This design comes from an exercise in tuning for small area, a short achievable clock period and few clock cycles per item on the open sky130 flow, not from production work. At most, simulation tests tie the RTL to the original design; equivalence was not proved. The RTL of runs 6 to 8 was laid out without a check of its function. Power is estimated from default activity; no workload was simulated.

`flow/run.sh`:
```
#!/bin/bash
# Standard layout, but with ports buffered by a plain buffer instead of the
# default pick.
set -euo pipefail
export BUFFER_PORTS_ARGS="-buffer_cell sky130_fd_sc_hd__buf_4"
cp standard.sh standard_copy.sh.log
bash standard.sh > standard.log 2>&1
```
`standard.sh`:
```
#!/bin/bash
# synth_recipe.tcl (not shown) runs the flow's synth.tcl, then flattens the netlist and writes it again
# the make line also repeats each setting of config.mk as NAME=value (left out here)
make -C /OpenROAD-flow-scripts/flow DESIGN_CONFIG=/design/flow/config.mk WORK_HOME=/design/flow/orfs CLKGATE_MAP_FILE= SYNTH_SCRIPT=/design/flow/synth_recipe.tcl "${@:-finish}"
```
`config.mk`:
```
export PLATFORM = sky130hd
export DESIGN_NAME = unordered_value_table_unit
export DESIGN_NICKNAME = unordered_value_table_unit
export VERILOG_FILES = /design/flow/design.v
export SDC_FILE = /design/flow/constraint.sdc
export NUM_CORES = 4
export LEC_CHECK = 0
export CAP_MARGIN = 20
export CORE_MARGIN = 2
export CORE_UTILIZATION = 40
export CTS_BUF_LIST = sky130_fd_sc_hd__clkbuf_8
export CTS_CLUSTER_DIAMETER = 50
export CTS_CLUSTER_SIZE = 16
export PLACE_DENSITY = 0.6
export SETUP_SLACK_MARGIN = 2.5
export SLEW_MARGIN = 20
```
`design.v`:
```
`timescale 1ns / 1ps
package uvt_pkg;
    localparam int CmdW    = 2;
    localparam int ValueW  = 32;
    localparam int StatusW = 2;
    localparam int FoundW  = 4;
    localparam int CountW  = 5;
    localparam int InDataW  = 40;
    localparam int OutDataW = 16;
    typedef enum logic [CmdW-1:0] {
        CMD_APPEND = 2'd0,
        CMD_POP    = 2'd1,
        CMD_LOCATE = 2'd2,
        CMD_REMOVE = 2'd3
    } uvt_cmd_t;
    typedef enum logic [StatusW-1:0] {
        STAT_OK        = 2'd0,
        STAT_NOT_FOUND = 2'd1,
        STAT_FULL      = 2'd2,
        STAT_EMPTY     = 2'd3
    } uvt_status_t;
    typedef enum logic [1:0] {
        ST_IDLE,
        ST_SCAN,
        ST_MOVE,
        ST_RESP
    } uvt_state_t;
endpackage
`timescale 1ns / 1ps
module uvt_ram #(
    parameter int WIDTH = 32,
    parameter int DEPTH = 16
) (
    input  logic                     aclk,
    input  logic [DEPTH-1:0]         we,      
    input  logic [WIDTH-1:0]         wdata,   
    input  logic [DEPTH-1:0]         lsel,    
    input  logic [WIDTH-1:0]         key,     
    output logic [DEPTH-1:0]         eq,      
    output logic [WIDTH-1:0]         rdata    
);
    logic [WIDTH-1:0] mem [DEPTH];
    always_ff @(posedge aclk) begin
        for (int j = 0; j < DEPTH; j++) begin
            if (we[j]) mem[j] <= wdata;
        end
    end
    always_comb begin
        rdata = '0;
        for (int j = 0; j < DEPTH; j++) begin
            eq[j] = (mem[j] == key);
            rdata = rdata | (mem[j] & {WIDTH{lsel[j]}});
        end
    end
endmodule
`timescale 1ns / 1ps
import uvt_pkg::*;
module unordered_value_table_unit #(
    parameter int DEPTH = 16
) (
    input  logic                aclk,
    input  logic                aresetn,
    input  logic                s_tvalid,
    output logic                s_tready,
    input  logic [uvt_pkg::InDataW-1:0]  s_tdata,
    output logic                m_tvalid,
    input  logic                m_tready,
    output logic [uvt_pkg::OutDataW-1:0] m_tdata
);
    localparam int AW = $clog2(DEPTH);
    localparam int CW = $clog2(DEPTH + 1);
    localparam int RW = StatusW + FoundW + CountW;
    logic              s_tready_reg;
    logic              e_valid;
    logic [CmdW-1:0]   e_cmd;
    logic [ValueW-1:0] e_val;
    logic [DEPTH-1:0]  e_eq;
    logic [DEPTH-1:0]  e_fix_sel;    
    logic              e_fix_val;    
    logic [CW-1:0]     cnt_reg;
    logic [DEPTH-1:0]  occ;
    logic [DEPTH-1:0]  last_sel;
    logic [1:0]        q_n;
    logic [RW-1:0]     q_head;
    logic [RW-1:0]     q_tail;
    logic              accept;
    logic              fire;
    logic              pop;
    logic [1:0]        q_n_next;
    logic              e_valid_next;
    assign accept = s_tvalid && s_tready_reg;
    assign fire   = e_valid && !q_n[1];
    assign pop    = q_n != 2'd0 && m_tready;
    assign q_n_next     = q_n - 2'(pop) + 2'(fire);
    assign e_valid_next = accept || (e_valid && !fire);
    assign s_tready = s_tready_reg;
    assign m_tvalid = q_n != 2'd0;
    assign m_tdata  = {{(OutDataW-RW){1'b0}}, q_head};
    logic [CmdW-1:0]   s_cmd;
    logic [ValueW-1:0] s_val;
    logic [DEPTH-1:0]  c_eq;
    logic              c_fix_eq;
    logic [ValueW-1:0] last_val;
    assign s_cmd     = s_tdata[CmdW-1:0];
    assign s_val     = s_tdata[CmdW+ValueW-1:CmdW];
    assign c_fix_eq  = s_val == wdata;
    logic              is_app, is_pop, is_loc, is_rem;
    logic [DEPTH-1:0]  eq;
    logic [DEPTH-1:0]  hit;
    logic [DEPTH-1:0]  first;
    logic [DEPTH-1:0]  app_sel;
    logic [DEPTH-1:0]  we;
    logic [ValueW-1:0] wdata;
    logic              any_hit;
    logic [AW-1:0]     fidx;
    logic              empty, full;
    logic              grow, shrink;
    logic [CW-1:0]     cnt_next;
    logic [DEPTH-1:0]  occ_next;
    logic [DEPTH-1:0]  last_next;
    logic [StatusW-1:0] stat;
    logic [RW-1:0]     res;
    assign is_app = e_cmd == CMD_APPEND;
    assign is_pop = e_cmd == CMD_POP;
    assign is_loc = e_cmd == CMD_LOCATE;
    assign is_rem = e_cmd == CMD_REMOVE;
    assign empty  = !occ[0];
    assign full   = occ[DEPTH-1];
    always_comb begin
        eq = (e_eq & ~e_fix_sel) | (e_fix_sel & {DEPTH{e_fix_val}});
        hit = eq & occ;
        first = '0;
        fidx = '0;
        for (int j = DEPTH - 1; j >= 0; j--) begin
            if (hit[j]) begin
                first = '0;
                first[j] = 1'b1;
                fidx = AW'(j);
            end
        end
        any_hit = |hit;
        app_sel = {last_sel[DEPTH-2:0], empty};
    end
    assign wdata = is_rem ? last_val : e_val;
    assign we    = fire ? (is_app ? app_sel : is_rem ? first : '0) : '0;
    assign grow   = is_app && !full;
    assign shrink = (is_pop && !empty) || (is_rem && any_hit);
    always_comb begin
        cnt_next  = cnt_reg;
        occ_next  = occ;
        last_next = last_sel;
        if (grow) begin
            cnt_next  = cnt_reg + CW'(1);
            occ_next  = {occ[DEPTH-2:0], 1'b1};
            last_next = app_sel;
        end else if (shrink) begin
            cnt_next  = cnt_reg - CW'(1);
            occ_next  = {1'b0, occ[DEPTH-1:1]};
            last_next = {1'b0, last_sel[DEPTH-1:1]};
        end
    end
    always_comb begin
        if (is_app) stat = full ? STAT_FULL : STAT_OK;
        else if (empty) stat = STAT_EMPTY;
        else if (is_pop || any_hit) stat = STAT_OK;
        else stat = STAT_NOT_FOUND;
    end
    assign res = {cnt_next, (is_loc || is_rem) ? fidx : AW'(0), stat};
    uvt_ram #(
        .WIDTH(ValueW),
        .DEPTH(DEPTH)
    ) u_entries (
        .aclk  (aclk),
        .we    (we),
        .wdata (wdata),
        .lsel  (last_sel),
        .key   (s_val),
        .eq    (c_eq),
        .rdata (last_val)
    );
    always_ff @(posedge aclk) begin
        if (!aresetn) begin
            e_valid      <= 1'b0;
            s_tready_reg <= 1'b1;
            cnt_reg      <= '0;
            occ          <= '0;
            last_sel     <= '0;
            q_n          <= 2'd0;
        end else begin
            e_valid      <= e_valid_next;
            s_tready_reg <= !e_valid_next || !q_n_next[1];
            if (fire) begin
                cnt_reg  <= cnt_next;
                occ      <= occ_next;
                last_sel <= last_next;
            end
            q_n <= q_n_next;
        end
    end
    always_ff @(posedge aclk) begin
        if (accept) begin
            e_cmd     <= s_cmd;
            e_val     <= s_val;
            e_eq      <= c_eq;
            e_fix_sel <= we;
            e_fix_val <= c_fix_eq;
        end
        if (q_n == 2'd0 || (q_n == 2'd1 && pop)) begin
            if (fire) q_head <= res;
        end else if (q_n == 2'd2 && pop) begin
            q_head <= q_tail;
        end
        if (fire && q_n == 2'd1 && !pop) q_tail <= res;
    end
endmodule
```
`constraint.sdc`:
```
create_clock -name core_clock -period 5.0 [get_ports {aclk}]
set_input_delay 1.0000 -clock core_clock [delete_from_list [all_inputs] [get_ports {aclk}]]
set_output_delay 1.0000 -clock core_clock [all_outputs]
set_load 0.01 [all_outputs]
```
==> results of run 1 <==
==> cell families (layout without fill, tap and decap cells) <==
group | count (synthesis) | after routing | share of synthesized area (%)
DFF | 642 | 642 | 61.6
xor gates and xnor gates | 575 | 575 | 16.4
and+or+nand+nor | 426 | 428 | 7.47
AOI/OAI and AO/OA | 389 | 389 | 10.1
buffers and inverters | 179 | 483 | 2.47
muxes | 50 | 50 | 1.73
adders and majority gates | 4 | 4 | 0.163
other | 1 | 17 | 0.0122
==> synth_stat cells, drive strengths merged, types with 15 or more instances <==
library cell,instances,share of area (%)
o21ai,37,0.62
nand3,32,0.52
xor2,535,15
clkbuf,92,1.1
nand2,81,0.99
o211a,29,0.95
nor2,71,0.92
xnor2,40,1.1
a21oi,15,0.26
nor4,131,2.7
mux2,21,0.78
dfxtp,41,2.7
nand4,52,1.1
buf,73,1.2
a221oi,77,2.2
a22oi,103,2.5
edfxtp,601,59
a22o,78,2.2
mux2i,29,0.95
==> path summary, 6_finish.rpt <==
path	endpoint	slack (ns)
min reg2reg	occ[3]$_SDFFE_PN0P_	0.55
max	e_fix_val$_DFFE_PP_	2.10
min	e_cmd[0]$_DFFE_PP_	0.46
max reg2reg	e_fix_val$_DFFE_PP_	2.10
==> stage by stage <==
step                hold slack [ns]  instance area [um2]  total power [mW]
finish                        0.461                38500              14.5
CTS                           0.436                36400              13.8
floorplan                     0.477                30800              8.21
detailed placement            0.504                32600              9.46
global placement              0.490                32600              9.42
global route                  0.443                38500              14.8
==> report_power, final <==
part	total, mW	internal, mW	switching, mW
clock network	4.21	1.83	2.39
registers	6.62	6.42	0.203
logic	3.67	1.33	2.34
==> what timing repair did <==
| item | CTS | global route |
|---|---|---|
| setup endpoints to repair | 873 | 512 |
| pin swaps | 24 | 71 |
| setup buffers | 78 | 70 |
| cloned | 20 | 17 |
| resized for setup | 174 | 193 |
==> layer usage <==
| layer | GRT usage [%] | vias to the layer above | wire length (um) |
|---|---|---|---|
| li1 | - | 9180 | - |
| met1 | 44.5 | 12027 | 50700 |
| met2 | 50.7 | 2344 | 60200 |
| met3 | 13.1 | 640 | 22800 |
| met4 | 22.7 | 26 | 13400 |
| met5 | 0 | - | 320 |
==> final cells by class <==
class	instances	area, um2
inverters	14	57.6
multi-input cells	1451	12300
well taps	978	1220
diodes	12	30.0
clock buffers	82	1130
clock inverters	64	583
flip-flops and latches	642	18900
repair buffers	323	4210
fillers	6339	37300
==> worst max-delay path, stage by stage, from the launching register on <==
cell and delay [ns]:
dfxtp_4 0.44, buf_12 0.20, a22o_1 0.22, a221oi_1 0.22
and4_1 0.26, xor2_1 0.17, nand4_1 0.26, nor3_4 0.31
a41oi_4 0.26, nor3_4 0.34
==> flow_metrics.tcl, run 1 <==
set metrics [dict create \
    period_share_pct 58.1 \
    ant_nets 0 \
    hp-start "s_tdata[0]" \
    wl_per_cell_um 41.3 \
    yosysSeqAreaShare_pct 61.6 \
    async_reset_ff_share_pct 0 \
    die_x_um 281 \
    netlist_area_um2 30600 \
    grt_max_degree 51 \
    path_clk_slew_ns 0.09 \
    arrival_ns 3.44 \
    crit_start "last_sel[5]$_SDFFE_PN0P_" \
    fin_ws_ns 2.10 \
    ys.warnings.count 3 \
    worstMarginPinSlew_ns 1.30 \
    cts_tree "built" \
    power.leakage_nw 13.5 \
    peakVddDrop_uv 198 \
    grt_setup_unrepaired "true" \
    setup-violations-final 0 \
    syn_inst 2266 \
    root_buffer "clkbuf_8" \
    clkLatencyLatePin_ns 0.75 \
    grt_pass1_vias 21579 \
    hold_viol_final 0 \
    routed_wl_um 147000 \
    vias 24217 \
    top_register "u_entries.mem" \
    grt_overflow 0 \
    drive_above_1_share_pct 26.5 \
    hold_path.class "primary input to register" \
    initial_core_util_pct 40.4 \
    p_per_area_nw_per_um2 377 \
    antenna_found_initial 21 \
    largest_reg_flops 512 \
    globalplace.congestion 1.12 \
    die_area_um2 78800 \
    layout_commonest_cell "edfxtp_1" \
    clk_path_buf_depth 3 \
    finalNonFillerCells 3566 \
    grt_pass1_wl_um 186000 \
    synth_enable_flop_cells 601 \
    first_pass_iters 8 \
    synth_cell_types 54 \
    rr_worst_depth 9 \
    syn_area_per_cell_um2 13.5 \
    min_path_cells 1 \
    placement_rows 101 \
    relSlewSlack_pct 12.8 \
    start_kind "register" \
    die_h_um 281 \
    routed_via_density 6.79 \
    post-place-ws_ns 1.32 \
    path_max_fanout 14 \
    tns_ns 0 \
    synth_seq_cells 642 \
    ys.flop_type "edfxtp_1" \
    reg2reg_from "last_sel[5]$_SDFFE_PN0P_" \
    outcome "timing/DRC/antenna clean" \
    fmax_mhz 344 \
    cts_made_buffers 80 \
    syn_to_final_growth_pct 25.6 \
    holdBufCountCts 0 \
    top_regs "u_entries.mem: 512 flops, e_val: 32 flops" \
    cts.sinks 642 \
    clock_skew_ns 0.0576 \
    drt_iter0_markers 5087 \
    endpoint_kind "register" \
    final_cell_mix "601 x edfxtp_1, 524 x xor2_1, 170 x buf_4" \
    worstSetupPathType "register to register" \
    drc_errors 0 \
    dpl.hpwl_um 91500 \
    drv_cap 0 \
    core_um2 75800 \
    cp.required_ns 5.53 \
    portBuffers 50 \
    htreeDepth 3 \
    final_max_slew_viol_count 0 \
    gr-usage-all-layers_pct 35.2 \
    io-pin-count 62 \
    dp.cells 3223 \
    finish.utilization_pct 50.7 \
    min_period_ns 2.90 \
    final_nets 2560 \
]
Testbench counts, summed over its fixed seeds: cycles 12,016, items 12,000.
==> run 2: changes to the inputs <==
--- a/config.mk
+++ b/config.mk
@@ -13,4 +13,4 @@
 export CTS_CLUSTER_SIZE = 16
 export PLACE_DENSITY = 0.6
-export SETUP_SLACK_MARGIN = 2.5
-export SLEW_MARGIN = 20
+export SETUP_SLACK_MARGIN = 2.3
+export SLEW_MARGIN = 70
==> run 2 against run 1 <==
Still clean on timing, DRC and antenna. Clock skew shrank 0.0027 ns. Synthesized cell count is the same. Area after synthesis is the same.
==> flow_metrics.tcl, run 2 <==
set metrics [dict create \
    tns_ns 0 \
    synth_enable_flop_cells 601 \
    num-fill-cells 6304 \
    power.leakage_nw 13.5 \
    synth_cell_types 54 \
    finalNonFillerCells 3569 \
    grt_setup_unrepaired "true" \
    dp.cells 3337 \
    globalplace.congestion 1.08 \
    top_register "u_entries.mem" \
    netlist_area_um2 30600 \
    routed_via_density 6.57 \
    drt_iter0_markers 4360 \
    clock_skew_ns 0.0548 \
    worst_r2r_endpoint "u_entries.mem[14][17]$_DFFE_PP_" \
    reg2reg_from "e_fix_val$_DFFE_PP_" \
    synth_top_family_by_area "XOR/XNOR gates" \
    grt_pass1_vias 21698 \
    hold_viol_final 0 \
    wl_per_cell_um 40.8 \
    grt_pass1_wl_um 191000 \
    yosys.area_share.adder_pct 0.163 \
    syn_area_per_cell_um2 13.5 \
    fmax_mhz 346 \
    use_met1_pct 47.9 \
    routed_wl_um 145000 \
    grt_max_degree 41 \
    whs_endpoint "e_cmd[1]$_DFFE_PP_" \
    cp.required_ns 5.43 \
    placement_rows 101 \
    clkLatencyLatePin_ns 0.75 \
    worstMarginPinSlew_ns 0.530 \
    die_area_um2 78800 \
    min_path_cells 1 \
    path_clk_slew_ns 0.09 \
    synth.most_common_cell "edfxtp_1" \
    drv_cap 0 \
    grt_overflow 0 \
    hp-start "s_tdata[1]" \
    r2r_slack_ns 2.11 \
    ant_nets 0 \
    yosysSeqAreaShare_pct 61.6 \
    ys.warnings.count 3 \
    path_max_fanout 7 \
    vias 23444 \
    clk_path_buf_depth 3 \
    first_pass_iters 7 \
    drc_errors 0 \
    rr_worst_depth 11 \
    cts.sinks 642 \
    antenna_found_initial 12 \
    largest_reg_flops 512 \
    muxShareOfSynthArea_pct 1.73 \
    portBuffers 50 \
    final_max_slew_viol_count 0 \
    start_kind "register" \
    syn_inst 2266 \
    synthSimpleGateAreaFrac_pct 7.47 \
    cts_made_buffers 78 \
    die_x_um 281 \
    cts_tree "built" \
    synth_common_cells "601 x edfxtp_1, 535 x xor2_1, 131 x nor4_1" \
    setup-violations-final 0 \
    synth-compound-area-share_pct 10.1 \
    synth_top_cells_by_area "edfxtp_1 59%, xor2_1 15%, dfxtp_1 2.7%" \
    endpoint_kind "register" \
    arrival_ns 3.32 \
    die_h_um 281 \
    final_nets 2571 \
    holdBufCountCts 0 \
    async_reset_ff_share_pct 0 \
    relSlewSlack_pct 64.4 \
    grt-busiest-layer "met2" \
    dpl.hpwl_um 105000 \
    whs_ns 0.453 \
    layout_commonest_cell "edfxtp_1" \
    synth_seq_cells 642 \
    drive_above_1_share_pct 30.8 \
    peakVddDrop_uv 325 \
    min_period_ns 2.89 \
    outcome "timing/DRC/antenna clean" \
    yosys.area_share.xor_xnor_pct 16.4 \
    io-pin-count 62 \
    hold_path.class "primary input to register" \
    final_cell_mix "601 x edfxtp_1, 390 x xor2_1, 182 x buf_4" \
    root_buffer "clkbuf_8" \
    initial_core_util_pct 40.4 \
    htreeDepth 3 \
    yosysTopAreaCellShare_pct 58.9 \
    period_share_pct 57.9 \
    ys.flop_type "edfxtp_1" \
    gr-usage-all-layers_pct 36.2 \
    worstSetupPathType "register to register" \
    gr-usage-met2_pct 53.7 \
    top_regs "u_entries.mem: 512 flops, e_val: 32 flops" \
    gr-usage-met3_pct 8.58 \
    yosysTopAreaCell "edfxtp_1" \
    syn_to_final_growth_pct 27.6 \
    p_per_area_nw_per_um2 367 \
    core_um2 75800 \
]
## run 2: layout make-up
type | count | area (um2) | area share (%)
Timing Repair Buffer | 338 | 3710 | 9.49
Multi-Input combinational cell | 1449 | 13400 | 34.4
Clock buffer | 80 | 1100 | 2.82
Antenna cell | 4 | 10.0 | 0.0256
Clock inverter | 64 | 621 | 1.59
Inverter | 14 | 57.6 | 0.147
Tap cell | 978 | 1220 | 3.13
Sequential cell | 642 | 18900 | 48.4
## run 2: cell families (layout without fill, tap and decap cells)
kind of cell,after synthesis,after routing
flip-flops,642,642
XOR/XNOR,575,575
other,1,9
buffers and inverters,179,496
multiplexers,50,50
adder cells (fa/ha/maj),4,4
AO/OA/AOI/OAI,389,389
AND/OR/NAND/NOR,426,426
## run 2: report_power, final
group	total [mW]	switching, mW	leakage, nW	internal (mW)
sequential	6.63	0.222	5.84	6.41
clock	4.23	2.41	0.889	1.81
combinational	3.47	2.24	6.75	1.23
## run 2: metal layers
metal,routed length (um),vias up
met5,160,-
met4,11500,16
met3,18700,437
met2,62100,2065
met1,53000,11863
li1,-,9063
## run 2: through the flow
| stage | power [mW] | util, % | setup WS (ns) | cell area, um2 |
|---|---|---|---|---|
| after global placement | 9.50 | 43.0 | 1.34 | 32600 |
| after floorplan | 8.20 | - | 1.99 | 30800 |
| after detailed placement | 9.79 | 46.6 | 1.64 | 35300 |
| after global routing | 14.6 | 51.5 | 2.09 | 39100 |
| after CTS | 14.1 | 50.1 | 2.15 | 38000 |
| final | 14.3 | 51.5 | 2.11 | 39100 |
## run 2: critical path: stages (launching register included)
cell and delay [ns]:
edfxtp_1 0.52, buf_6 0.20, mux2_4 0.30, a2bb2oi_4 0.15, and4_4 0.26, and3_4 0.19
and3_4 0.21, a32oi_2 0.13, nor2_4 0.17, buf_6 0.15, buf_8 0.15, buf_12 0.14
## run 2: worst max-delay path by stage
| stage | start | end | slack [ns] |
|---|---|---|---|
| after floorplan | q_n[1]$_SDFF_PN0_ | s_tready_reg$_SDFF_PN1_ | 1.99 |
| after global placement | e_fix_val$_DFFE_PP_ | u_entries.mem[14][17]$_DFFE_PP_ | 1.34 |
| after detailed placement | e_fix_val$_DFFE_PP_ | u_entries.mem[14][17]$_DFFE_PP_ | 1.64 |
| after CTS | e_fix_val$_DFFE_PP_ | u_entries.mem[15][7]$_DFFE_PP_ | 2.15 |
| after global routing | e_fix_val$_DFFE_PP_ | u_entries.mem[14][31]$_DFFE_PP_ | 2.09 |
| final | e_fix_val$_DFFE_PP_ | u_entries.mem[14][17]$_DFFE_PP_ | 2.11 |
## run 2: repair_timing
item                       4_1_cts  5_1_grt
setup endpoints to repair      353      361
resized for setup              100       57
pin swaps                       23       16
gates cloned                     6       12
buffers inserted                43       20
==> run 3: changes to the inputs <==
--- a/config.mk
+++ b/config.mk
@@ -14,3 +14,3 @@
 export PLACE_DENSITY = 0.6
 export SETUP_SLACK_MARGIN = 2.3
-export SLEW_MARGIN = 70
+export SLEW_MARGIN = 50
==> run 3 against run 2 <==
Still clean on timing, DRC and antenna. First-iteration DRC count fell by 6.4%. Fmax down 0.25%. Sequential power about the same. Clock skew down 0.010 ns. Hold slack improved by 0.0049 ns. Global-route usage is 0.19 points higher. Die area is the same. Critical path depth is 1 higher. Clock power grew 9.2%. Highest routed layer unchanged.
==> flow_metrics.tcl, run 3 <==
set metrics [dict create \
    peakVddDrop_uv 266 \
    ant_nets 0 \
    clock_skew_ns 0.0448 \
    num-fill-cells 6556 \
    period_share_pct 58.0 \
    multiInputGateArea_um2 11900 \
    netSwitchingPower_mw 4.84 \
    worstSetupPathType "register to register" \
    endpoint_kind "register" \
    synth_seq_cells 642 \
    power.share.clock_pct 31.6 \
    internal-power_mw 9.77 \
    yosysTopAreaCell "edfxtp_1" \
    ys.flop_type "edfxtp_1" \
    routed_via_density 6.58 \
    drc_errors 0 \
    grt_max_degree 41 \
    antenna_found_initial 8 \
    fmax_mhz 345 \
    synth_enable_flop_cells 601 \
    seqPwrFrac_pct 45.4 \
    drt_iter0_markers 4080 \
    synth_top_cells_by_area "edfxtp_1 59%, xor2_1 15%, dfxtp_1 2.7%" \
    p_per_area_nw_per_um2 391 \
    grt_setup_unrepaired "true" \
    cts_tree "built" \
    path_clk_slew_ns 0.09 \
    layout_commonest_cell "edfxtp_1" \
    final_nets 2524 \
    top_register "u_entries.mem" \
    placement_rows 101 \
    grt_pass1_wl_um 191000 \
    core_um2 75800 \
    power.leakage_nw 13.1 \
    hold_path.class "primary input to register" \
    ys.warnings.count 3 \
    drive_above_1_share_pct 23.8 \
    yosysSeqAreaShare_pct 61.6 \
    io-pin-count 62 \
    portBuffers 50 \
    grt_overflow 0 \
    async_reset_ff_share_pct 0 \
    dpl_cell_area_um2 33100 \
    die_h_um 281 \
    final_cell_mix "601 x edfxtp_1, 518 x xor2_1, 188 x buf_4" \
    synth.most_common_cell "edfxtp_1" \
    cp.required_ns 5.40 \
    grt_pass1_vias 21591 \
    fin_area_um2 37300 \
    root_buffer "clkbuf_8" \
    min_period_ns 2.90 \
    syn_area_per_cell_um2 13.5 \
    arrival_ns 3.30 \
    start_kind "register" \
    drv_cap 0 \
    final_max_slew_viol_count 0 \
    tns_ns 0 \
    initial_core_util_pct 40.4 \
    worstMarginPinSlew_ns 0.920 \
    cts_made_buffers 80 \
    top_regs "u_entries.mem: 512 flops, e_val: 32 flops" \
    largest_reg_flops 512 \
    syn_to_final_growth_pct 21.9 \
    netlist_area_um2 30600 \
    yosysTopAreaCellShare_pct 58.9 \
    synth_common_cells "601 x edfxtp_1, 535 x xor2_1, 131 x nor4_1" \
    htreeDepth 3 \
    clk_path_buf_depth 3 \
    syn_inst 2266 \
    routed_wl_um 148000 \
    synth_cell_types 54 \
    holdBufCountCts 0 \
    setup-violations-final 0 \
    relSlewSlack_pct 38.2 \
    fin_total_pwr_mw 14.6 \
    gr-usage-all-layers_pct 36.4 \
    hold_viol_final 0 \
    outcome "timing/DRC/antenna clean" \
    power.share.switching_pct 33.1 \
    die_area_um2 78800 \
    cts.sinks 642 \
    dpl.hpwl_um 101000 \
    globalplace.congestion 1.08 \
    vias 23184 \
    clkLatencyLatePin_ns 0.73 \
    wl_per_cell_um 42.0 \
    comb_power_share_pct 23.0 \
    seqCellArea_um2 18900 \
    finish.utilization_pct 49.3 \
    first_pass_iters 6 \
    die_x_um 281 \
    path_max_fanout 9 \
]
==> run 3: metrics by stage <==
step                      setup slack [ns]  hold slack (ns)  cells
final                                 2.10            0.458   3524
after global routing                  2.10            0.436   3523
after global placement                1.34            0.491   3245
after detailed placement              1.45            0.520   3253
after floorplan                       1.99            0.477   2270
after CTS                             2.17            0.410   3480
==> run 3: per-layer routing <==
metal / track usage [%] / up-vias / part of all wire, %
met5: 0 / - / 0.080
met4: 23.9 / 10 / 8.1
met3: 9.10 / 492 / 13
met2: 54.1 / 1921 / 42
met1: 47.3 / 11675 / 36
li1: - / 9086 / -
==> run 3: kinds of logic after synthesis <==
logic type	synth area share, %
adder cells (fa/ha/maj)	0.163
multiplexers	1.73
other	0.0122
XOR/XNOR	16.4
AND/OR/NAND/NOR	7.47
buffers and inverters	2.47
flip-flops	61.6
AO/OA/AOI/OAI	10.1
==> run 3: worst max-delay path: stages (launching register included) <==
cell and delay, ns:
edfxtp_1 0.39, buf_6 0.16, buf_12 0.15, mux2i_2 0.28
a2bb2oi_4 0.19, and4_4 0.26, and3_4 0.19, buf_4 0.10
buf_4 0.10, a32oi_1 0.16, nor2_4 0.19, buf_12 0.19
buf_12 0.19
==> run 3: timing repair <==
item,4_1_cts,5_1_grt
pin swaps,22,24
setup buffers,71,29
endpoints found under the setup margin,529,397
cloned,6,13
hold endpoints to repair,0,0
resized for setup,92,78
==> run 3: final cells by class <==
class / count / share of cell area, %
Multi-Input combinational cell: 1449 / 31.8
Inverter: 14 / 0.147
Tap cell: 978 / 3.28
Clock buffer: 87 / 3.21
Timing Repair Buffer: 289 / 8.95
Antenna cell: 2 / 0.0134
Clock inverter: 63 / 1.93
Sequential cell: 642 / 50.7
==> run 3: worst paths after layout <==
kind / depth (start not counted) / endpoint / slack, ns / startpoint
max reg2reg: 12 / u_entries.mem[11][23]$_DFFE_PP_ / 2.10 / e_fix_val$_DFFE_PP_
min: 1 / e_cmd[1]$_DFFE_PP_ / 0.46 / s_tdata[1]
min reg2reg: 2 / cnt_reg[4]$_SDFFE_PN0P_ / 0.53 / cnt_reg[4]$_SDFFE_PN0P_
max: 12 / u_entries.mem[11][23]$_DFFE_PP_ / 2.10 / e_fix_val$_DFFE_PP_
==> run 3: power groups by stage <==
stage	Combinational [mW]	Sequential (mW)	Clock [mW]
after global routing	3.43	6.64	4.82
after CTS	3.08	6.63	4.62
final	3.36	6.63	4.62
after detailed placement	2.74	6.82	0
after floorplan	1.55	6.64	0
after global placement	2.68	6.82	0
==> run 4: changes to the inputs <==
--- a/config.mk
+++ b/config.mk
@@ -14,3 +14,3 @@
 export PLACE_DENSITY = 0.6
 export SETUP_SLACK_MARGIN = 2.3
-export SLEW_MARGIN = 50
+export SLEW_MARGIN = 20
==> run 4 against run 3 <==
Non-clock buffer count shrank 24. Register-to-register slack better by 0.16 ns. Hold slack got worse by 0.0062 ns. Via count decreased by 0.44%. Worst setup slack improved by 0.047 ns. Count of clock-buffer cells in the layout shrank 4.
==> flow_metrics.tcl, run 4 <==
set metrics [dict create \
    cts.sinks 642 \
    synth_cell_types 54 \
    cts_made_buffers 78 \
    die_x_um 281 \
    initial_core_util_pct 40.4 \
    arrival_ns 3.40 \
    path_max_fanout 19 \
    synth_enable_flop_cells 601 \
    min_period_ns 2.85 \
    final_max_slew_viol_count 0 \
    grt_pass1_vias 21441 \
    drt_iter0_markers 4266 \
    grt_pass1_wl_um 190000 \
    clkLatencyLatePin_ns 0.73 \
    synth_common_cells "601 x edfxtp_1, 535 x xor2_1, 131 x nor4_1" \
    yosysTopAreaCellShare_pct 58.9 \
    yosysTopAreaCell "edfxtp_1" \
    placement_rows 101 \
    top_register "u_entries.mem" \
    worstMarginPinSlew_ns 1.18 \
    peakVddDrop_uv 256 \
    drive_above_1_share_pct 21.2 \
    endpoint_kind "register" \
    dp.cells 3246 \
    gr-usage-all-layers_pct 36.3 \
    drv_cap 0 \
    syn_to_final_growth_pct 18.4 \
    htreeDepth 3 \
    start_kind "primary input" \
    clk_path_buf_depth 3 \
    p_per_area_nw_per_um2 391 \
    ant_nets 0 \
    vias 23081 \
    power.leakage_nw 12.7 \
    clock_skew_ns 0.0636 \
    synth_top_family_by_area "XOR/XNOR gates" \
    path_clk_slew_ns 0.10 \
    root_buffer "clkbuf_8" \
    wl_per_cell_um 41.7 \
    syn_area_per_cell_um2 13.5 \
    relSlewSlack_pct 20.9 \
    num-fill-cells 6661 \
    first_pass_iters 6 \
    cp.required_ns 5.54 \
    io-pin-count 62 \
    async_reset_ff_share_pct 0 \
    syn_inst 2266 \
    synthSimpleGateAreaFrac_pct 7.47 \
    die_h_um 281 \
    hold_path.class "primary input to register" \
    die_area_um2 78800 \
    drc_errors 0 \
    largest_reg_flops 512 \
    top_regs "u_entries.mem: 512 flops, e_val: 32 flops" \
    layout_commonest_cell "edfxtp_1" \
    synth_top_cells_by_area "edfxtp_1 59%, xor2_1 15%, dfxtp_1 2.7%" \
    yosysSeqAreaShare_pct 61.6 \
    grt_overflow 0 \
    portBuffers 50 \
    yosys.area_share.xor_xnor_pct 16.4 \
    outcome "timing/DRC/antenna clean" \
    netlist_area_um2 30600 \
    final_nets 2499 \
    min_path_cells 1 \
    synth.most_common_cell "edfxtp_1" \
    globalplace.congestion 1.08 \
    tns_ns 0 \
    core_um2 75800 \
    yosys.area_share.adder_pct 0.163 \
    routed_wl_um 146000 \
    ys.flop_type "edfxtp_1" \
    period_share_pct 57.1 \
    ys.warnings.count 3 \
    antenna_found_initial 6 \
    finalNonFillerCells 3497 \
    muxShareOfSynthArea_pct 1.73 \
    grt_max_degree 58 \
    dpl.hpwl_um 100000 \
    routed_via_density 6.60 \
    finish.utilization_pct 47.8 \
    setup-violations-final 0 \
    hold_viol_final 0 \
    synth-compound-area-share_pct 10.1 \
    grt_setup_unrepaired "true" \
    fin_total_pwr_mw 14.2 \
    fmax_mhz 350 \
    final_cell_mix "601 x edfxtp_1, 527 x xor2_1, 202 x buf_4" \
    rr_worst_depth 9 \
    cts_tree "built" \
    worstSetupPathType "primary input to register" \
    synth_seq_cells 642 \
]
run 4: path summary, 6_finish.rpt:
path,start,endpoint,slack [ns]
max,s_tdata[12],e_eq[14]$_DFFE_PP_,2.15
min reg2reg,cnt_reg[4]$_SDFFE_PN0P_,cnt_reg[4]$_SDFFE_PN0P_,0.53
max reg2reg,last_sel[9]$_SDFFE_PN0P_,e_fix_val$_DFFE_PP_,2.26
min,s_tdata[0],e_cmd[0]$_DFFE_PP_,0.45
run 4: kinds of logic (layout without fill, tap and decap cells):
kind of cell | after synthesis | in the layout
buffers and inverters | 179 | 425
other | 1 | 7
XOR/XNOR | 575 | 575
AO/OA/AOI/OAI | 389 | 389
multiplexers | 50 | 50
AND/OR/NAND/NOR | 426 | 427
flip-flops | 642 | 642
adder cells (fa/ha/maj) | 4 | 4
run 4: layout make-up:
type	instances	area (um2)	share of cell area (%)
Antenna cell	2	5.00	0.0138
Clock buffer	83	1140	3.15
Clock inverter	63	588	1.62
Inverter	14	52.6	0.145
Multi-Input combinational cell	1450	11600	32.0
Sequential cell	642	18900	52.2
Tap cell	978	1220	3.37
Timing Repair Buffer	265	2710	7.47
run 4: power by group:
group | internal, mW | switching (mW)
clock | 1.85 | 2.41
combinational | 1.11 | 2.20
sequential | 6.42 | 0.201
run 4: per-stage QoR:
stage / hold WS (ns) / cell area [um2] / setup slack, ns
2_1_floorplan: 0.477 / 30800 / 1.99
3_3_place_gp: 0.491 / 32600 / 1.34
3_5_place_dp: 0.520 / 32700 / 1.32
4_1_cts: 0.400 / 35600 / 2.28
5_1_grt: 0.427 / 36300 / 2.22
6_report: 0.452 / 36300 / 2.15
run 4: what timing repair did:
| item | 4_1_cts | 5_1_grt |
|---|---|---|
| setup buffers | 71 | 25 |
| cloned | 2 | 5 |
| pin swaps | 19 | 23 |
| hold buffers | 0 | 0 |
| endpoints found under the setup margin | 677 | 293 |
| gates resized for setup | 83 | 61 |
run 4: per-layer routing:
metal | part of all wire (%) | global-route usage (%) | vias to the layer above
li1 | - | - | 9036
met1 | 37 | 47.1 | 11702
met2 | 42 | 53.7 | 1870
met3 | 12 | 8.88 | 467
met4 | 8.6 | 24.4 | 6
met5 | 0.029 | 0 | -
run 4: worst max-delay path, cell delays in order:
cell	delay [ns]
buf_4	0.29
xor2_1	0.30
nor4_1	1.05
nand4_1	0.44
nor2_1	0.30
==> run 5: changes to the inputs <==
--- a/config.mk
+++ b/config.mk
@@ -9,7 +9,4 @@
 export CORE_MARGIN = 2
 export CORE_UTILIZATION = 40
-export CTS_BUF_LIST = sky130_fd_sc_hd__clkbuf_8
-export CTS_CLUSTER_DIAMETER = 50
-export CTS_CLUSTER_SIZE = 16
 export PLACE_DENSITY = 0.6
 export SETUP_SLACK_MARGIN = 2.3
==> run 5 against run 4 <==
Routed wire length shrank 0.55%. Register-to-register slack lost 0.04 ns. First-iteration DRC count shrank 1.2%. Cell count shrank 1.2%. Highest routed layer unchanged.
==> flow_metrics.tcl, run 5 <==
set metrics [dict create \
    synth_common_cells "601 x edfxtp_1, 535 x xor2_1, 131 x nor4_1" \
    largest_reg_flops 512 \
    setup-violations-final 0 \
    min_period_ns 2.82 \
    top_regs "u_entries.mem: 512 flops, e_val: 32 flops" \
    finish.utilization_pct 48.1 \
    ys.warnings.count 3 \
    syn_area_per_cell_um2 13.5 \
    grt_pass1_vias 21232 \
    netlist_area_um2 30600 \
    syn_inst 2266 \
    hold_path.class "register to register" \
    routed_via_density 6.66 \
    globalplace.congestion 1.08 \
    layout_commonest_cell "edfxtp_1" \
    grt_setup_unrepaired "true" \
    antenna_found_initial 9 \
    grt-busiest-layer "met2" \
    seqPwrFrac_pct 44.2 \
    async_reset_ff_share_pct 0 \
    cpMaxStageDelayCell "nor4_1" \
    worstMarginPinSlew_ns 1.26 \
    power.share.clock_pct 35.3 \
    die_h_um 281 \
    io-pin-count 62 \
    final_max_slew_viol_count 0 \
    initial_core_util_pct 40.4 \
    cts_made_buffers 73 \
    htreeDepth 3 \
    gr-usage-all-layers_pct 35.8 \
    peakVddDrop_uv 283 \
    grt_pass1_wl_um 188000 \
    syn_to_final_growth_pct 19.0 \
    drt_iter0_markers 4213 \
    synth.most_common_cell "edfxtp_1" \
    routed_wl_um 145000 \
    path_clk_slew_ns 0.06 \
    tns_ns 0 \
    cts.sinks 642 \
    clk_path_buf_depth 3 \
    synth_enable_flop_cells 601 \
    hold_viol_final 0 \
    drive_above_1_share_pct 18.3 \
    comb_power_share_pct 20.5 \
    gr-usage-met2_pct 52.7 \
    seqCellArea_um2 18900 \
    yosysTopAreaCellShare_pct 58.9 \
    vias 23027 \
    grt_overflow 0 \
    period_share_pct 56.3 \
    wl_per_cell_um 42.0 \
    fmax_mhz 355 \
    outcome "timing/DRC/antenna clean" \
    start_kind "primary input" \
    grt_max_degree 58 \
    die_x_um 281 \
    die_area_um2 78800 \
    multiInputGateArea_um2 11500 \
    core_um2 75800 \
    cts_tree "built" \
    fin_area_um2 36400 \
    cp.required_ns 5.39 \
    synth_seq_cells 642 \
    relSlewSlack_pct 15.5 \
    ys.flop_type "edfxtp_1" \
    num-fill-cells 6582 \
    first_pass_iters 9 \
    internal-power_mw 10.5 \
    arrival_ns 3.21 \
    synth_cell_types 54 \
    endpoint_kind "register" \
    cpPeakStageDelay_ns 0.78 \
    root_buffer "clkbuf_16" \
    use_met1_pct 46.5 \
    power.share.switching_pct 30.7 \
    final_cell_mix "601 x edfxtp_1, 530 x xor2_1, 169 x buf_4" \
    dpl_cell_area_um2 32700 \
    crit_path_cell_trace "buf_4 > xor2_1 > nor4_1 > nand4_1 > nor2_1" \
    netSwitchingPower_mw 4.65 \
    synth_top_cells_by_area "edfxtp_1 59%, xor2_1 15%, dfxtp_1 2.7%" \
    clock_skew_ns 0.0311 \
    power.leakage_nw 12.7 \
    portBuffers 50 \
    drc_errors 0 \
    path_max_fanout 19 \
    yosysTopAreaCell "edfxtp_1" \
    placement_rows 101 \
    clkLatencyLatePin_ns 0.64 \
    dpl.hpwl_um 100000 \
    gr-usage-met3_pct 9.85 \
    p_per_area_nw_per_um2 415 \
    yosysSeqAreaShare_pct 61.6 \
    top_register "u_entries.mem" \
    drv_cap 0 \
    worstSetupPathType "primary input to register" \
    final_nets 2461 \
    ant_nets 0 \
]
[run 5: stage by stage]
step,setup slack [ns],std cells,hold WS [ns],power (mW)
after CTS,2.29,3428,0.527,14.9
final,2.18,3455,0.523,15.1
after global routing,2.16,3449,0.527,15.4
after detailed placement,1.32,3246,0.520,9.53
after floorplan,1.99,2270,0.477,8.20
after global placement,1.34,3245,0.491,9.50
[run 5: layout make-up]
class                           count  share of cell area (%)
Tap cell                          978                    3.36
Multi-Input combinational cell   1450                    31.5
Inverter                           14                   0.151
Timing Repair Buffer              232                    6.70
Clock inverter                     42                   0.944
Clock buffer                       90                    5.36
Antenna cell                        7                  0.0481
Sequential cell                   642                    51.9
[run 5: kinds of logic after synthesis]
| family | synth area share [%] |
|---|---|
| buffers and inverters | 2.47 |
| adder cells (fa/ha/maj) | 0.163 |
| AO/OA/AOI/OAI | 10.1 |
| XOR/XNOR | 16.4 |
| AND/OR/NAND/NOR | 7.47 |
| multiplexers | 1.73 |
| flip-flops | 61.6 |
| other | 0.0122 |
[run 5: timing repair]
action | CTS | global route
pin swaps | 16 | 11
setup endpoints to repair | 680 | 440
cloned | 1 | 11
hold buffers | 0 | 0
buffers inserted | 49 | 9
gates resized for setup | 76 | 53
[run 5: power groups by stage]
stage | sequential, mW | clock, mW | combinational (mW)
finish | 6.68 | 5.34 | 3.10
global route | 6.69 | 5.53 | 3.18
CTS | 6.67 | 5.34 | 2.92
detailed placement | 6.83 | 0 | 2.70
global placement | 6.82 | 0 | 2.68
floorplan | 6.64 | 0 | 1.55
[run 5: worst max-delay path, delay by kind of cell]
family	cells	cell delay [ns]
buffers and inverters	1	0.32
AND/OR/NAND/NOR	3	1.64
XOR/XNOR	1	0.22
[run 5: final timing paths]
check,startpoint,end,slack (ns),cells past startpoint
hold / removal,cnt_reg[4]$_SDFFE_PN0P_,cnt_reg[4]$_SDFFE_PN0P_,0.52,2
setup / recovery,s_tdata[27],e_eq[7]$_DFFE_PP_,2.18,5
hold reg to reg,cnt_reg[4]$_SDFFE_PN0P_,cnt_reg[4]$_SDFFE_PN0P_,0.52,2
setup reg to reg,last_sel[3]$_SDFFE_PN0P_,e_fix_val$_DFFE_PP_,2.22,9
[run 5: layer usage]
metal / vias up / routed length (um)
met5: - / 161
met4: 8 / 12100
met3: 466 / 18400
met2: 1924 / 61400
met1: 11658 / 53100
li1: 8971 / -
==> run 6: changes to the inputs <==
--- a/design.v
+++ b/design.v
@@ -130,11 +130,11 @@
         eq = (e_eq & ~e_fix_sel) | (e_fix_sel & {DEPTH{e_fix_val}});
         hit = eq & occ;
-        first = '0;
+        for (int j = 0; j < DEPTH; j++) begin
+            first[j] = hit[j] && !(|(hit & ((DEPTH)'(1) << j) - (DEPTH)'(1)));
+        end
         fidx = '0;
-        for (int j = DEPTH - 1; j >= 0; j--) begin
-            if (hit[j]) begin
-                first = '0;
-                first[j] = 1'b1;
-                fidx = AW'(j);
+        for (int b = 0; b < AW; b++) begin
+            for (int j = 0; j < DEPTH; j++) begin
+                if (j[b]) fidx[b] = fidx[b] | first[j];
             end
         end
==> run 6 against run 5 <==
Highest routed layer unchanged. Register-to-register slack lost 0.39 ns. Power up 5.0%. Global-route usage is 0.50 points lower. Largest cell class unchanged. Fmax down 11%. Clock skew up 0.0078 ns.
==> flow_metrics.tcl, run 6 <==
set metrics [dict create \
    endpoint_kind "register" \
    grt_pass1_vias 22379 \
    worstMarginPinSlew_ns 1.29 \
    drive_above_1_share_pct 25.3 \
    peakVddDrop_uv 336 \
    outcome "timing/DRC/antenna clean" \
    arrival_ns 3.52 \
    path_clk_slew_ns 0.06 \
    yosysTopAreaCellShare_pct 59.1 \
    start_kind "register" \
    synth_enable_flop_cells 601 \
    seqCellArea_um2 18900 \
    async_reset_ff_share_pct 0 \
    top_regs "u_entries.mem: 512 flops, e_val: 32 flops" \
    cts_tree "built" \
    globalplace.congestion 1.08 \
    netSwitchingPower_mw 5.01 \
    dpl.hpwl_um 91200 \
    initial_core_util_pct 40.3 \
    final_cell_mix "601 x edfxtp_1, 520 x xor2_1, 207 x buf_4" \
    grt_max_degree 57 \
    gr-usage-all-layers_pct 35.3 \
    reg2reg_from "e_fix_val$_DFFE_PP_" \
    grt_setup_unrepaired "true" \
    comb_power_share_pct 24.2 \
    routed_wl_um 148000 \
    die_x_um 280 \
    hold_path.class "register to register" \
    ys.flop_type "edfxtp_1" \
    wl_per_cell_um 40.6 \
    vias 25097 \
    cts_made_buffers 73 \
    min_period_ns 3.17 \
    period_share_pct 63.4 \
    relSlewSlack_pct 13.4 \
    internal-power_mw 10.9 \
    clk_path_buf_depth 3 \
    syn_inst 2289 \
    synth_cell_types 53 \
    min_path_cells 2 \
    cts.sinks 642 \
    routed_via_density 6.90 \
    die_area_um2 78500 \
    htreeDepth 3 \
    fmax_mhz 315 \
    yosysTopAreaCell "edfxtp_1" \
    ys.warnings.count 3 \
    clkLatencyLatePin_ns 0.67 \
    final_nets 2633 \
    root_buffer "clkbuf_16" \
    power.share.switching_pct 31.6 \
    num-fill-cells 6212 \
    netlist_area_um2 30500 \
    synth.most_common_cell "edfxtp_1" \
    largest_reg_flops 512 \
    top_register "u_entries.mem" \
    die_h_um 280 \
    hp-start "e_valid$_SDFF_PN0_" \
    ant_nets 0 \
    synth_top_cells_by_area "edfxtp_1 59%, xor2_1 15%, a22oi_1 3.7%" \
    finalNonFillerCells 3635 \
    portBuffers 50 \
    hold_viol_final 0 \
    antenna_found_initial 19 \
    yosysSeqAreaShare_pct 61.8 \
    worstSetupPathType "register to register" \
    tns_ns 0 \
    grt_overflow 0 \
    multiInputGateArea_um2 12000 \
    rr_worst_depth 14 \
    seqPwrFrac_pct 42.2 \
    setup-violations-final 0 \
    dp.cells 3266 \
    io-pin-count 62 \
    p_per_area_nw_per_um2 404 \
    synth_seq_cells 642 \
    placement_rows 101 \
    synth_common_cells "601 x edfxtp_1, 529 x xor2_1, 152 x a22oi_1" \
    power.share.clock_pct 33.6 \
    first_pass_iters 7 \
    drc_errors 0 \
    drt_iter0_markers 5125 \
    core_um2 75700 \
    crit_start "e_fix_val$_DFFE_PP_" \
    whs_ns 0.495 \
    final_max_slew_viol_count 0 \
    path_max_fanout 5 \
    layout_commonest_cell "edfxtp_1" \
    syn_to_final_growth_pct 28.8 \
    power.leakage_nw 13.7 \
    drv_cap 0 \
    cp.required_ns 5.35 \
    clock_skew_ns 0.0389 \
    syn_area_per_cell_um2 13.3 \
    finish.utilization_pct 51.9 \
    grt_pass1_wl_um 188000 \
]
run 6: per-stage QoR:
| step | power (mW) | worst slack, ns | cell area (um2) |
|---|---|---|---|
| 6_report | 15.9 | 1.83 | 39300 |
| 5_1_grt | 16.1 | 1.80 | 39300 |
| 4_1_cts | 15.3 | 2.05 | 37600 |
| 3_5_place_dp | 9.61 | 1.09 | 32500 |
| 3_3_place_gp | 9.58 | 1.08 | 32500 |
| 2_1_floorplan | 8.30 | 1.95 | 30700 |
run 6: critical path, cell delays in order (launching register included):
cell and delay [ns]:
edfxtp_1 0.39, buf_6 0.15, mux2_4 0.28, a222oi_1 0.37, buf_4 0.20, nand4_1 0.24, nor2_4 0.20, nand2_2 0.11
buf_6 0.18, nor2_4 0.09, a21oi_2 0.06, nor2_4 0.15, buf_6 0.12, buf_8 0.15, buf_12 0.18
run 6: metal layers:
metal  wire [um]  up-vias  track usage (%)  part of all wire (%)
met2       58400     2617             49.4                    40
met1       49400    12294             43.2                    33
li1            -     9366                -                     -
met4       16000       18             28.3                    11
met5         222        -            0.375                  0.15
met3       23700      802             13.8                    16
run 6: power by group through the flow:
stage                     combinational (mW)  clock (mW)  sequential [mW]
final                                   3.83        5.34             6.70
after global routing                    3.88        5.53             6.71
after CTS                               3.31        5.31             6.68
after detailed placement                2.75           0             6.85
after global placement                  2.73           0             6.85
after floorplan                         1.62           0             6.68
run 6: cell families (layout without fill, tap and decap cells):
| group | count (synthesis) | in the layout | synth area share [%] |
|---|---|---|---|
| compound gates | 383 | 390 | 9.48 |
| xor+xnor | 573 | 573 | 16.4 |
| fa+ha+maj | 4 | 4 | 0.164 |
| buf+inv | 176 | 516 | 2.38 |
| flops | 642 | 642 | 61.8 |
| mux | 53 | 53 | 1.86 |
| other cells | 1 | 21 | 0.0123 |
| simple gates | 457 | 458 | 7.81 |
run 6: timing repair:
action,CTS,global route
pin swaps,41,51
gates cloned,26,25
setup buffers,125,46
endpoints found under the setup margin,655,708
hold buffers,0,0
gates resized for setup,215,147
run 6: layout make-up:
| type | count | area share (%) |
|---|---|---|
| flip-flops and latches | 642 | 48.2 |
| multi-input cells | 1483 | 30.6 |
| repair buffers | 374 | 12.0 |
| clock buffers | 97 | 4.99 |
| well taps | 978 | 3.11 |
| clock inverters | 34 | 0.885 |
| inverters | 11 | 0.108 |
| diodes | 16 | 0.102 |
run 6: path summary, 6_finish.rpt:
check	end	slack, ns
hold reg to reg	e_valid$_SDFF_PN0_	0.49
setup / recovery	u_entries.mem[14][19]$_DFFE_PP_	1.83
hold / removal	e_valid$_SDFF_PN0_	0.49
setup reg to reg	u_entries.mem[14][19]$_DFFE_PP_	1.83
==> run 7: changes to the inputs <==
--- a/config.mk
+++ b/config.mk
@@ -9,4 +9,7 @@
 export CORE_MARGIN = 2
 export CORE_UTILIZATION = 40
+export CTS_BUF_LIST = sky130_fd_sc_hd__clkbuf_8
+export CTS_CLUSTER_DIAMETER = 50
+export CTS_CLUSTER_SIZE = 16
 export PLACE_DENSITY = 0.6
 export SETUP_SLACK_MARGIN = 2.3
==> run 7 against run 6 <==
Count of clock-buffer cells in the layout shrank 27. Synthesized cell count is the same. Still clean. Clock power shrank 24%. Routed wire length shrank 1.9%. Via count shrank 1.6%. Sequential power is essentially flat. Power shrank 8.6%. Largest cell class unchanged. Worst setup slack gained 0.018 ns.
==> flow_metrics.tcl, run 7 <==
set metrics [dict create \
    cp.required_ns 5.46 \
    final_nets 2588 \
    synth.most_common_cell "edfxtp_1" \
    period_share_pct 63.1 \
    min_period_ns 3.15 \
    min_path_cells 1 \
    multiInputGateArea_um2 12100 \
    top_regs "u_entries.mem: 512 flops, e_val: 32 flops" \
    drv_cap 0 \
    arrival_ns 3.62 \
    syn_area_per_cell_um2 13.3 \
    top_register "u_entries.mem" \
    first_pass_iters 8 \
    cpLargestDelayFamily "simple AND/OR/NAND/NOR gates" \
    yosysSeqAreaShare_pct 61.8 \
    die_h_um 280 \
    seqPwrFrac_pct 46.1 \
    hold_viol_final 0 \
    core_um2 75700 \
    final_max_slew_viol_count 0 \
    start_kind "register" \
    initial_core_util_pct 40.3 \
    drc_errors 0 \
    comb_power_share_pct 25.9 \
    wl_per_cell_um 40.3 \
    clkLatencyLatePin_ns 0.78 \
    async_reset_ff_share_pct 0 \
    rr_worst_depth 13 \
    ant_nets 0 \
    path_clk_slew_ns 0.10 \
    cts_made_buffers 70 \
    syn_to_final_growth_pct 24.2 \
    cts.sinks 642 \
    die_area_um2 78500 \
    ys.warnings.count 3 \
    clock_skew_ns 0.0936 \
    path_max_fanout 8 \
    internal-power_mw 9.56 \
    post-place-ws_ns 1.09 \
    hp-start "s_tdata[1]" \
    largest_reg_flops 512 \
    yosysTopAreaCellShare_pct 59.1 \
    io-pin-count 62 \
    dpl.hpwl_um 91200 \
    worstMarginPinSlew_ns 1.23 \
    power.share.switching_pct 34.1 \
    power.leakage_nw 13.1 \
    final_cell_mix "601 x edfxtp_1, 519 x xor2_1, 195 x buf_4" \
    peakVddDrop_uv 265 \
    globalplace.congestion 1.08 \
    ys.flop_type "edfxtp_1" \
    drt_iter0_markers 4865 \
    reg2reg_from "e_fix_val$_DFFE_PP_" \
    cp.depth 13 \
    setup-violations-final 0 \
    fin_ws_ns 1.85 \
    num-fill-cells 6404 \
    layout_commonest_cell "edfxtp_1" \
    holdBufCountCts 0 \
    grt_setup_unrepaired "true" \
    drive_above_1_share_pct 24.8 \
    grt_pass1_vias 22387 \
    netlist_area_um2 30500 \
    crit_start "e_fix_val$_DFFE_PP_" \
    gr-usage-all-layers_pct 35.4 \
    worstSetupPathType "register to register" \
    cpMaxStageDelayCell "a22oi_2" \
    netSwitchingPower_mw 4.95 \
    htreeDepth 3 \
    root_buffer "clkbuf_8" \
    synth_enable_flop_cells 601 \
    cp.buffers_inverters 5 \
    grt_max_degree 57 \
    seqCellArea_um2 18900 \
    placement_rows 101 \
    cpPeakStageDelay_ns 0.44 \
    die_x_um 280 \
    grt_overflow 0 \
    crit_path_cell_trace "buf_6 > mux2_2 > a22oi_2 > nand4_1 > nor2_2 > nand2_2 > buf_6 > nor2_4 > a21oi_2 > nor2_4 > buf_12 > buf_12 > buf_16" \
    endpoint_kind "register" \
    synth_top_cells_by_area "edfxtp_1 59%, xor2_1 15%, a22oi_1 3.7%" \
    synth_common_cells "601 x edfxtp_1, 529 x xor2_1, 152 x a22oi_1" \
    synth_cell_types 53 \
    cts_tree "built" \
    outcome "timing/DRC/antenna clean" \
    p_per_area_nw_per_um2 383 \
    fmax_mhz 317 \
    tns_ns 0 \
    clk_path_buf_depth 3 \
    power.share.clock_pct 28.0 \
    hold_path.class "primary input to register" \
    fin_total_pwr_mw 14.5 \
    routed_wl_um 145000 \
    antenna_found_initial 22 \
    portBuffers 50 \
    grt_pass1_wl_um 189000 \
    vias 24683 \
    yosysTopAreaCell "edfxtp_1" \
    relSlewSlack_pct 17.0 \
    synth_seq_cells 642 \
    syn_inst 2289 \
    routed_via_density 6.88 \
]
==> run 7: power by group through the flow <==
stage	logic, mW	registers [mW]	clock network (mW)
2_1_floorplan	1.62	6.68	0
3_3_place_gp	2.73	6.85	0
3_5_place_dp	2.75	6.85	0
4_1_cts	3.31	6.66	4.03
5_1_grt	3.82	6.70	4.23
6_report	3.76	6.69	4.07
==> run 7: cells by family after synthesis <==
family                     count (synthesis)  synth area share [%]
DFF                                      642                  61.8
xor gates and xnor gates                 573                  16.4
and+or+nand+nor                          457                  7.81
AOI/OAI and AO/OA                        383                  9.48
buffers and inverters                    176                  2.38
muxes                                     53                  1.86
adders and majority gates                  4                 0.164
other                                      1                0.0123
==> run 7: path summary, 6_finish.rpt <==
| path | slack, ns | to |
|---|---|---|
| worst max-delay path | 1.85 | u_entries.mem[12][24]$_DFFE_PP_ |
| worst min-delay path | 0.46 | e_cmd[1]$_DFFE_PP_ |
| worst min register to register | 0.50 | e_valid$_SDFF_PN0_ |
| worst max register to register | 1.85 | u_entries.mem[12][24]$_DFFE_PP_ |
==> run 7: worst reg2reg max path, stage by stage (launching register included) <==
cell      delay (ns)
edfxtp_1        0.42
buf_6           0.15
mux2_2          0.28
a22oi_2         0.44
nand4_1         0.33
nor2_2          0.24
nand2_2         0.12
buf_6           0.18
nor2_4          0.08
a21oi_2         0.06
nor2_4          0.14
buf_12          0.16
buf_12          0.14
buf_16          0.17
==> run 7: final cells by class <==
type	count	area share (%)
inverter	11	0.112
clock buffer	70	2.54
antenna	16	0.106
multi-input combinational	1484	31.8
timing repair buffer	331	10.7
tap	978	3.23
clock inverter	58	1.61
sequential	642	49.9
==> run 7: what timing repair did <==
action	4_1_cts	5_1_grt
setup buffers	108	27
resized for setup	209	126
pin swaps	46	47
setup endpoints to repair	657	611
gates cloned	34	11
==> run 7: per-layer routing <==
metal / vias to the layer above / global-route usage (%) / share of wire, %
li1: 9245 / - / -
met1: 12051 / 43.1 / 34
met2: 2612 / 49.9 / 40
met3: 751 / 13.7 / 15
met4: 24 / 28.2 / 11
met5: - / 0 / 0.15
==> run 7: metrics by stage <==
stage	std cells	utilization (%)	hold slack [ns]	instance area (um2)
after floorplan	2293	-	0.463	30700
final	3590	50.1	0.457	37900
after global routing	3575	50.0	0.451	37900
after global placement	3265	42.9	0.475	32500
after CTS	3536	48.6	0.443	36800
after detailed placement	3266	42.9	0.488	32500
==> run 8: changes to the inputs <==
==> flow/run.sh (replaced) <==
#!/bin/bash
# Standard layout with two changes: ports are buffered by a plain buffer
# instead of the default pick, and the resizer may change a cell's footprint
# in every stage (the platform limits it to same-footprint swaps before
# global routing).
set -euo pipefail
export BUFFER_PORTS_ARGS="-buffer_cell sky130_fd_sc_hd__buf_4"
sed 's/CLKGATE_MAP_FILE= /CLKGATE_MAP_FILE= MATCH_CELL_FOOTPRINT=0 /' standard.sh > standard_fp.sh
cp standard_fp.sh standard_fp.sh.log
bash standard_fp.sh > standard.log 2>&1
--- a/config.mk
+++ b/config.mk
@@ -9,7 +9,4 @@
 export CORE_MARGIN = 2
 export CORE_UTILIZATION = 40
-export CTS_BUF_LIST = sky130_fd_sc_hd__clkbuf_8
-export CTS_CLUSTER_DIAMETER = 50
-export CTS_CLUSTER_SIZE = 16
 export PLACE_DENSITY = 0.6
 export SETUP_SLACK_MARGIN = 2.3
==> run 8 against run 7 <==
Still clean. Sequential share of layout area shrank 0.54 points. Fmax up 2.6%. Routed wire length is 1.1% higher. Combinational power down 2%. Critical path type unchanged. Critical endpoint is now e_fix_val$_DFFE_PP_.
==> flow_metrics.tcl, run 8 <==
set metrics [dict create \
    outcome "timing/DRC/antenna clean" \
    cp.required_ns 5.44 \
    cts.sinks 642 \
    layout_commonest_cell "edfxtp_1" \
    tns_ns 0 \
    die_area_um2 78500 \
    holdBufCountCts 0 \
    grt_pass1_vias 22075 \
    start_kind "register" \
    period_share_pct 61.5 \
    synth.most_common_cell "edfxtp_1" \
    arrival_ns 3.52 \
    fin_total_pwr_mw 15.7 \
    path_max_fanout 9 \
    grt_setup_unrepaired "true" \
    synth_enable_flop_cells 601 \
    final_max_slew_viol_count 0 \
    largest_reg_flops 512 \
    antenna_found_initial 12 \
    first_pass_iters 7 \
    min_path_cells 2 \
    peakVddDrop_uv 336 \
    synth_top_cells_by_area "edfxtp_1 59%, xor2_1 15%, a22oi_1 3.7%" \
    routed_wl_um 146000 \
    die_h_um 280 \
    io-pin-count 62 \
    root_buffer "clkbuf_16" \
    min_period_ns 3.07 \
    hold_viol_final 0 \
    placement_rows 101 \
    ys.flop_type "edfxtp_1" \
    relSlewSlack_pct 17.2 \
    worstMarginPinSlew_ns 1.23 \
    synth_common_cells "601 x edfxtp_1, 529 x xor2_1, 152 x a22oi_1" \
    hold_path.class "register to register" \
    netSwitchingPower_mw 4.94 \
    endpoint_kind "register" \
    ant_nets 0 \
    yosysTopAreaCell "edfxtp_1" \
    clkLatencyLatePin_ns 0.66 \
    final_cell_mix "601 x edfxtp_1, 521 x xor2_1, 201 x buf_4" \
    comb_power_share_pct 23.4 \
    initial_core_util_pct 40.3 \
    setup-violations-final 0 \
    drv_cap 0 \
    syn_area_per_cell_um2 13.3 \
    num-fill-cells 6339 \
    netlist_area_um2 30500 \
    power.share.switching_pct 31.5 \
    path_clk_slew_ns 0.06 \
    die_x_um 280 \
    core_um2 75700 \
    cts_tree "built" \
    grt_pass1_wl_um 186000 \
    globalplace.congestion 1.08 \
    routed_via_density 6.84 \
    seqPwrFrac_pct 42.7 \
    synth_seq_cells 642 \
    yosysTopAreaCellShare_pct 59.1 \
    cts_made_buffers 73 \
    rr_worst_depth 10 \
    portBuffers 50 \
    vias 24491 \
    dpl_cell_area_um2 32500 \
    wl_per_cell_um 40.9 \
    fin_area_um2 38300 \
    final_nets 2589 \
    p_per_area_nw_per_um2 410 \
    power.share.clock_pct 34.0 \
    drive_above_1_share_pct 22.8 \
    yosysSeqAreaShare_pct 61.8 \
    internal-power_mw 10.8 \
    fin_ws_ns 1.93 \
    htreeDepth 3 \
    clk_path_buf_depth 3 \
    top_regs "u_entries.mem: 512 flops, e_val: 32 flops" \
    clock_skew_ns 0.0370 \
    fmax_mhz 325 \
    syn_inst 2289 \
    grt_overflow 0 \
    drt_iter0_markers 4796 \
    dpl.hpwl_um 91200 \
    ys.warnings.count 3 \
    drc_errors 0 \
    gr-usage-all-layers_pct 34.9 \
    top_register "u_entries.mem" \
    syn_to_final_growth_pct 25.6 \
    synth_cell_types 53 \
    grt_max_degree 57 \
    worstSetupPathType "register to register" \
    post-place-ws_ns 1.09 \
    async_reset_ff_share_pct 0 \
    power.leakage_nw 13.3 \
]
-- run 8: stage by stage --
stage               instances  hold slack [ns]  util, %
finish                   3583            0.496     50.6
global route             3577            0.547     50.6
CTS                      3508            0.502     48.8
detailed placement       3266            0.488     42.9
global placement         3265            0.475     42.9
floorplan                2293            0.463        -
-- run 8: what timing repair did --
| item | in CTS | in global routing |
|---|---|---|
| resized for setup | 173 | 114 |
| setup buffers | 86 | 42 |
| gates cloned | 25 | 24 |
| setup endpoints to repair | 655 | 684 |
| pin swaps | 41 | 32 |
-- run 8: layout make-up --
| cell class | count | area (um2) | share of cell area [%] |
|---|---|---|---|
| Antenna cell | 8 | 20.0 | 0.0522 |
| Multi-Input combinational cell | 1482 | 11800 | 30.8 |
| Clock inverter | 34 | 348 | 0.908 |
| Clock buffer | 97 | 1960 | 5.11 |
| Inverter | 11 | 45.0 | 0.118 |
| Tap cell | 978 | 1220 | 3.19 |
| Timing Repair Buffer | 331 | 4000 | 10.4 |
| Sequential cell | 642 | 18900 | 49.4 |
-- run 8: critical path: stages, from the launching register on --
cell	delay, ns
dfxtp_4	0.43
buf_6	0.19
buf_4	0.22
a22o_1	0.23
a221oi_1	0.21
nand3_1	0.13
nor2_1	0.18
xnor2_1	0.11
o21ai_1	0.46
nand3_1	0.36
nor4_4	0.34
-- run 8: power by group through the flow --
stage	Clock (mW)	Sequential (mW)	Combinational [mW]
finish	5.34	6.70	3.67
global route	5.53	6.70	3.72
CTS	5.31	6.68	3.24
detailed placement	0	6.85	2.75
global placement	0	6.85	2.73
floorplan	0	6.68	1.62
-- run 8: cell families (layout without fill, tap and decap cells) --
group | Yosys count | in the layout | synth area share [%]
DFF | 642 | 642 | 61.8
xor gates and xnor gates | 573 | 573 | 16.4
and+or+nand+nor | 457 | 458 | 7.81
AOI/OAI and AO/OA | 383 | 389 | 9.48
buffers and inverters | 176 | 473 | 2.38
muxes | 53 | 53 | 1.86
adders and majority gates | 4 | 4 | 0.164
other | 1 | 13 | 0.0123
-- run 8: final timing paths --
path	from	end	slack, ns
worst max-delay path	last_sel[5]$_SDFFE_PN0P_	e_fix_val$_DFFE_PP_	1.93
worst min-delay path	e_valid$_SDFF_PN0_	e_valid$_SDFF_PN0_	0.50
worst max register to register	last_sel[5]$_SDFFE_PN0P_	e_fix_val$_DFFE_PP_	1.93
worst min register to register	e_valid$_SDFF_PN0_	e_valid$_SDFF_PN0_	0.50
-- run 8: routing by layer --
metal / vias to the layer above / track usage, % / share of wire [%]
met5: - / 0.876 / 0.13
met4: 12 / 28.2 / 11
met3: 710 / 13.2 / 16
met2: 2484 / 49.3 / 40
met1: 12036 / 42.3 / 33
li1: 9249 / - / -

[separate check: timing with driven ports]
The flow's constraints put no driver on any port. The routed layouts listed below were extracted and timed again, unchanged, in two steps. Step 1, drivers: a clkbuf_16 drives aclk and a buf_2 each remaining input, both assumed. Step 2 times the ports against the registers' clock, not the clock port: input delays grow and output delays shrink by t, the midpoint of the rising clock arrivals with the driver on. Slacks: ideal ports / drivers / drivers and shift; pairs: ideal ports / drivers.
run | shift t [ns] | slack for setup (ns) | worst setup path after step 2 | worst register clock-pin slew, ns | worst data-port slew with drivers (ns)
run 1 | 0.782 | 2.096 / 2.096 / 1.392 | input to register | 0.11 / 0.11 | 0.06
run 2 | 0.791 | 2.106 / 2.106 / 1.713 | input to register | 0.11 / 0.11 | 0.07
run 3 | 0.774 | 2.099 / 2.099 / 1.624 | input to register | 0.10 / 0.10 | 0.06
run 4 | 0.774 | 2.146 / 2.194 / 1.420 | input to register | 0.11 / 0.11 | 0.06
run 5 | 0.690 | 2.183 / 2.222 / 1.537 | input to register | 0.06 / 0.06 | 0.06
run 6 | 0.720 | 1.829 / 1.829 / 1.377 | input to register | 0.07 / 0.07 | 0.19
run 7 | 0.794 | 1.847 / 1.847 / 1.402 | input to register | 0.11 / 0.11 | 0.17
run 8 | 0.710 | 1.925 / 1.925 / 1.326 | input to register | 0.07 / 0.07 | 0.19
After both steps every run listed still meets setup and hold. For run 4, which loses most, drivers alone change the setup slack by +0.048 ns; drivers and shift together by -0.726 ns.
